Source: an optimization exercise on an open RTL-to-GDS flow (aim: small area, a short achievable clock period and few clock cycles per item). Production flows keep margins and buffers that such runs may drop. Where RTL was checked, it was by simulation tests only, not by an equivalence proof against the original. The clock port is modelled as an ideal driver; clocking choices that lean on that would not hold on a real chip.

trial 34:
Design xoodyak_hash_top, start of the top module:
module xoodyak_hash_top #(
        parameter int ROUNDS_PER_CYCLE = 1
) (
        input  logic         eph1,
        input  logic         rst,
        input  logic         start,
        input  logic [129:0] cmd,
        output logic         busy,
        output logic         done,
        output logic [127:0] digest
);
        localparam int NUM_GROUPS = xoodoo_pkg::NUM_ROUNDS / ROUNDS_PER_CYCLE;
        localparam int GRP_W      = (NUM_GROUPS > 1) ? $clog2(NUM_GROUPS) : 1;
        logic             hold_state;
        logic             hold_digest;
        logic             use_perm;
        logic             absorb;
        logic             first;
        logic             capture_digest;
        logic [GRP_W-1:0] grp;
        logic             pad_in;
        logic [383:0] state;
        logic [383:0] perm_in;
        logic [383:0] perm_out;
        cyclist_ctrl #(
                .NUM_GROUPS (NUM_GROUPS),
                .GRP_W      (GRP_W)
        ) u_ctrl (
                .eph1           (eph1),
                .rst            (rst),
                .start          (start),
                .op             (cmd[129:128]),
                .use_perm       (use_perm),
                .hold_state     (hold_state),
                .absorb         (absorb),
  ...
==> module cyclist_ctrl, before the edit <==
module cyclist_ctrl #(
        parameter int NUM_GROUPS = 12,
        parameter int GRP_W      = 4
) (
        input  logic             eph1,
        input  logic             rst,
        input  logic             start,
        input  logic [1:0]       op,
        output logic             use_perm,
        output logic             hold_state,
        output logic             absorb,
        output logic             first,
        output logic             capture_digest,
        output logic             hold_digest,
        output logic [GRP_W-1:0] grp,
        output logic             pad_in,
        output logic             busy,
        output logic             done
);
        localparam logic [GRP_W-1:0] LAST = GRP_W'(NUM_GROUPS - 1);
        logic             run;
        logic [GRP_W-1:0] cnt;
        logic             sqp;
        logic             phase_up;
        logic             sq_ready;
        logic             sq_last;
        logic             run_n;
        logic [GRP_W-1:0] cnt_n;
        logic             sqp_n;
        logic             phase_up_n;
        logic             first_n;
        logic             busy_n;
        logic             done_n;
        logic accept;
        logic last;
        assign accept = start && !busy;
        assign last   = run && (cnt == LAST);
        assign grp    = cnt;
        assign pad_in = run && sqp && (cnt == '0);
        assign use_perm       = run;
        assign absorb         = accept && (op == cyclist_pkg::OP_ABSORB);
        assign capture_digest = !rst && ((start && sq_ready && (op == cyclist_pkg::OP_SQUEEZE)) || sq_last);
        assign hold_digest    = !rst && !((start && sq_ready && (op == cyclist_pkg::OP_SQUEEZE)) || sq_last);
        always_comb begin
                run_n      = run;
                cnt_n      = cnt;
                sqp_n      = sqp;
                phase_up_n = phase_up;
                first_n    = first;
                busy_n     = busy;
                done_n     = done;
                if (run && !last) begin
                        cnt_n = cnt + 1'b1;
                        if (!sqp && (cnt + 1'b1 == LAST)) begin
                                busy_n = 1'b0;
                                done_n = 1'b1;
                        end else begin
                                busy_n = 1'b1;
                                done_n = 1'b0;
                        end
                end else if (last && sqp) begin
                        run_n  = 1'b0;
                        sqp_n  = 1'b0;
                        busy_n = 1'b0;
                        done_n = 1'b1;
                end else begin
                        run_n  = 1'b0;
                        busy_n = 1'b0;
                        done_n = 1'b0;
                        if (accept) begin
                                case (op)
                                        cyclist_pkg::OP_INIT: begin
                                                phase_up_n = 1'b1;
                                                first_n    = 1'b1;
                                                done_n     = 1'b1;
                                        end
                                        cyclist_pkg::OP_ABSORB: begin
                                                phase_up_n = 1'b0;
                                                first_n    = 1'b0;
                                                run_n      = 1'b1;
                                                cnt_n      = '0;
                                                sqp_n      = 1'b0;
                                                busy_n     = (NUM_GROUPS > 1);
                                                done_n     = (NUM_GROUPS == 1);
                                        end
                                        cyclist_pkg::OP_SQUEEZE: begin
                                                phase_up_n = 1'b1;
                                                if (!phase_up) begin
                                                        done_n = 1'b1;
                                                end else begin
                                                        run_n  = 1'b1;
                                                        cnt_n  = '0;
                                                        sqp_n  = 1'b1;
                                                        busy_n = 1'b1;
                                                end
                                        end
                                        default: begin
                                                done_n = 1'b1;
                                        end
                                endcase
                        end
                end
        end
        always_ff @(posedge eph1) begin
                if (rst) begin
                        hold_state <= 1'b0;
                        run      <= 1'b0;
                        cnt      <= '0;
                        sqp      <= 1'b0;
                        phase_up <= 1'b1;
                        first    <= 1'b1;
                        busy     <= 1'b0;
                        done     <= 1'b0;
                        sq_ready <= 1'b0;
                        sq_last  <= 1'b0;
                end else begin
                        hold_state <= !run_n && !(accept && (op == cyclist_pkg::OP_INIT));
                        run      <= run_n;
                        cnt      <= cnt_n;
                        sqp      <= sqp_n;
                        phase_up <= phase_up_n;
                        first    <= first_n;
                        busy     <= busy_n;
                        done     <= done_n;
                        sq_ready <= !busy_n && !phase_up_n;
                        sq_last  <= run_n && sqp_n && (cnt_n == LAST);
                end
        end
endmodule
export LEC_CHECK = 0
export CAP_MARGIN = 20
export CORE_MARGIN = 2
export CORE_UTILIZATION = 28
export CTS_CLUSTER_DIAMETER = 100
export CTS_CLUSTER_SIZE = 16
export PLACE_DENSITY = 0.5
export SLEW_MARGIN = 20
export SYNTH_HIERARCHICAL = 1
export SYNTH_MINIMUM_KEEP_SIZE = 0
create_clock -name core_clock -period 10.0 [get_ports {eph1}]
standard.sh (not shown) runs the stock make flow with config.mk's settings and CLKGATE_MAP_FILE= SYNTH_SCRIPT=/design/flow/synth_recipe.tcl, a recipe that flattens the netlist after the stock synthesis.
==> flow/flow/run.sh <==
#!/bin/bash
set -o pipefail
F=$(pwd)/flow
bash standard.sh SETUP_SLACK_MARGIN=7.0 "BUFFER_PORTS_ARGS=-buffer_cell sky130_fd_sc_hd__buf_1" \
  PRE_CTS_TCL=$F/pre_cts.tcl POST_GLOBAL_ROUTE_TCL=$F/post_grt.tcl finish > flow_make.log 2>&1
==> flow/flow/keep_out_bufs.tcl <==
# Output port paths cannot reach the repair's setup margin (their delay is
# fixed by the output delay), so keep the repair from upsizing their buffers
# and rebuffering their nets; POST_GLOBAL_ROUTE releases them again.
proc my_out_buffers_dont_touch { flag } {
  set n 0
  foreach bterm [[ord::get_db_block] getBTerms] {
    if {[$bterm getIoType] != "OUTPUT"} { continue }
    set net [$bterm getNet]
    if {$net == "NULL"} { continue }
    foreach iterm [$net getITerms] {
      if {![$iterm isOutputSignal]} { continue }
      set inst [$iterm getInst]
      $inst setDoNotTouch $flag
      incr n
      foreach in_iterm [$inst getITerms] {
        if {[$in_iterm isInputSignal] && [$in_iterm getNet] != "NULL"} {
          [$in_iterm getNet] setDoNotTouch $flag
        }
      }
    }
  }
  puts "bench flow: dont_touch $flag on $n output buffers"
}
==> flow/flow/post_grt.tcl <==
source [file join [file dirname [info script]] keep_out_bufs.tcl]
my_out_buffers_dont_touch 0
==> flow/flow/pre_cts.tcl <==
source [file join [file dirname [info script]] keep_out_bufs.tcl]
my_out_buffers_dont_touch 1
Testbench counts of trial 34, summed over its fixed seeds: cycles 37,489, blocks 2,884.
diff inputs: trial 34 => build 54
==> flow/design.v, changed modules only <==
module cyclist_ctrl #(
        parameter int NUM_GROUPS = 12,
        parameter int GRP_W      = 4
) (
        input  logic             eph1,
        input  logic             rst,
        input  logic             start,
        input  logic [1:0]       op,
        output logic             use_perm,
        output logic             hold_state,
        output logic             absorb,
        output logic             first,
        output logic             capture_digest,
        output logic             hold_digest,
        output logic [GRP_W-1:0] grp,
        output logic             pad_in,
        output logic             busy,
        output logic             done
);
        localparam logic [GRP_W-1:0] LAST = GRP_W'(NUM_GROUPS - 1);
        logic             run;
        logic [GRP_W-1:0] cnt;
        logic             sqp;
        logic             phase_up;
        logic             sq_ready;
        logic             hold_r;
        logic             sq_last;
        logic             up_ready;
        logic             spec;
        logic             run_n;
        logic [GRP_W-1:0] cnt_n;
        logic             sqp_n;
        logic             phase_up_n;
        logic             first_n;
        logic             busy_n;
        logic             done_n;
        logic accept;
        logic last;
        assign accept = start && !busy;
        assign last   = run && (cnt == LAST);
        assign grp    = run ? cnt : '0;
        assign pad_in = (!run && phase_up) || (run && sqp && (cnt == '0));
        assign spec   = start && up_ready && (op == cyclist_pkg::OP_SQUEEZE);
        assign use_perm       = run || spec;
        assign hold_state     = hold_r && !spec;
        assign absorb         = accept && (op == cyclist_pkg::OP_ABSORB);
        assign capture_digest = !rst && ((start && sq_ready && (op == cyclist_pkg::OP_SQUEEZE)) || sq_last ||
                                         (spec && (NUM_GROUPS == 1)));
        assign hold_digest    = !rst && !((start && sq_ready && (op == cyclist_pkg::OP_SQUEEZE)) || sq_last ||
                                          (spec && (NUM_GROUPS == 1)));
        always_comb begin
                run_n      = run;
                cnt_n      = cnt;
                sqp_n      = sqp;
                phase_up_n = phase_up;
                first_n    = first;
                busy_n     = busy;
                done_n     = done;
                if (run && !last) begin
                        cnt_n = cnt + 1'b1;
                        if (!sqp && (cnt + 1'b1 == LAST)) begin
                                busy_n = 1'b0;
                                done_n = 1'b1;
                        end else begin
                                busy_n = 1'b1;
                                done_n = 1'b0;
                        end
                end else if (last && sqp) begin
                        run_n  = 1'b0;
                        sqp_n  = 1'b0;
                        busy_n = 1'b0;
                        done_n = 1'b1;
                end else begin
                        run_n  = 1'b0;
                        busy_n = 1'b0;
                        done_n = 1'b0;
                        if (accept) begin
                                case (op)
                                        cyclist_pkg::OP_INIT: begin
                                                phase_up_n = 1'b1;
                                                first_n    = 1'b1;
                                                done_n     = 1'b1;
                                        end
                                        cyclist_pkg::OP_ABSORB: begin
                                                phase_up_n = 1'b0;
                                                first_n    = 1'b0;
                                                run_n      = 1'b1;
                                                cnt_n      = '0;
                                                sqp_n      = 1'b0;
                                                busy_n     = (NUM_GROUPS > 1);
                                                done_n     = (NUM_GROUPS == 1);
                                        end
                                        cyclist_pkg::OP_SQUEEZE: begin
                                                phase_up_n = 1'b1;
                                                if (!phase_up) begin
                                                        done_n = 1'b1;
                                                end else if (up_ready) begin
                                                        run_n  = (NUM_GROUPS > 1);
                                                        cnt_n  = GRP_W'(1);
                                                        sqp_n  = (NUM_GROUPS > 1);
                                                        busy_n = (NUM_GROUPS > 1);
                                                        done_n = (NUM_GROUPS == 1);
                                                end else begin
                                                        run_n  = 1'b1;
                                                        cnt_n  = '0;
                                                        sqp_n  = 1'b1;
                                                        busy_n = 1'b1;
                                                end
                                        end
                                        default: begin
                                                done_n = 1'b1;
                                        end
                                endcase
                        end
                end
        end
        always_ff @(posedge eph1) begin
                if (rst) begin
                        hold_r   <= 1'b0;
                        up_ready <= 1'b0;
                        run      <= 1'b0;
                        cnt      <= '0;
                        sqp      <= 1'b0;
                        phase_up <= 1'b1;
                        first    <= 1'b1;
                        busy     <= 1'b0;
                        done     <= 1'b0;
                        sq_ready <= 1'b0;
                        sq_last  <= 1'b0;
                end else begin
                        hold_r   <= !run_n && !(accept && (op == cyclist_pkg::OP_INIT));
                        up_ready <= !busy_n && phase_up_n && !run_n && !(accept && (op == cyclist_pkg::OP_INIT));
                        run      <= run_n;
                        cnt      <= cnt_n;
                        sqp      <= sqp_n;
                        phase_up <= phase_up_n;
                        first    <= first_n;
                        busy     <= busy_n;
                        done     <= done_n;
                        sq_ready <= !busy_n && !phase_up_n;
                        sq_last  <= run_n && sqp_n && (cnt_n == LAST);
                end
        end
endmodule
[summary]
Diff build 54..trial 34 | cell area reported after detailed placement | negligible
Trial 34 → build 54: worst endpoint data arrival time was more or less identical, routed wire length rose about 8%, synthesis-to-finish area growth rose by 5.8 points, hold slack saw a decrease.
From trial 34 to build 54, logic depth of the worst path, buffers included did not move at all.
For build 54, only the layout was checked, not whether the RTL still works.

afterwards: timing with drivers on the ports:
The results above use ideal ports. As a check the final layouts listed here were re-extracted and re-timed, cells and wires unchanged.
Step 1: set_driving_cell puts a clkbuf_16 on eph1 and a buf_2 on each other input, an assumption about the parent block.
Step 2, shift: input delay + t, output delay - t, t = (earliest + latest rising clock arrival at the registers) / 2. This alone moves slack from input paths to output paths.
Three values: ideal ports, drivers, drivers and shift; two values: the first two.
| run | t (ns) | setup WS [ns] | worst setup path at the end | worst slew at a driven data input, ns | cell pins on the clock port's net |
|---|---|---|---|---|---|
| trial 34 | 0.697 | 6.808 / 6.736 / 6.390 | input to register | 0.07 | 1 |
| build 54 | 0.709 | 6.796 / 6.718 / 6.299 | input to register | 0.07 | 1 |
After both steps every run listed still meets setup and hold. For build 54, which loses most, drivers alone change the setup slack by -0.078 ns; drivers and shift together by -0.497 ns.
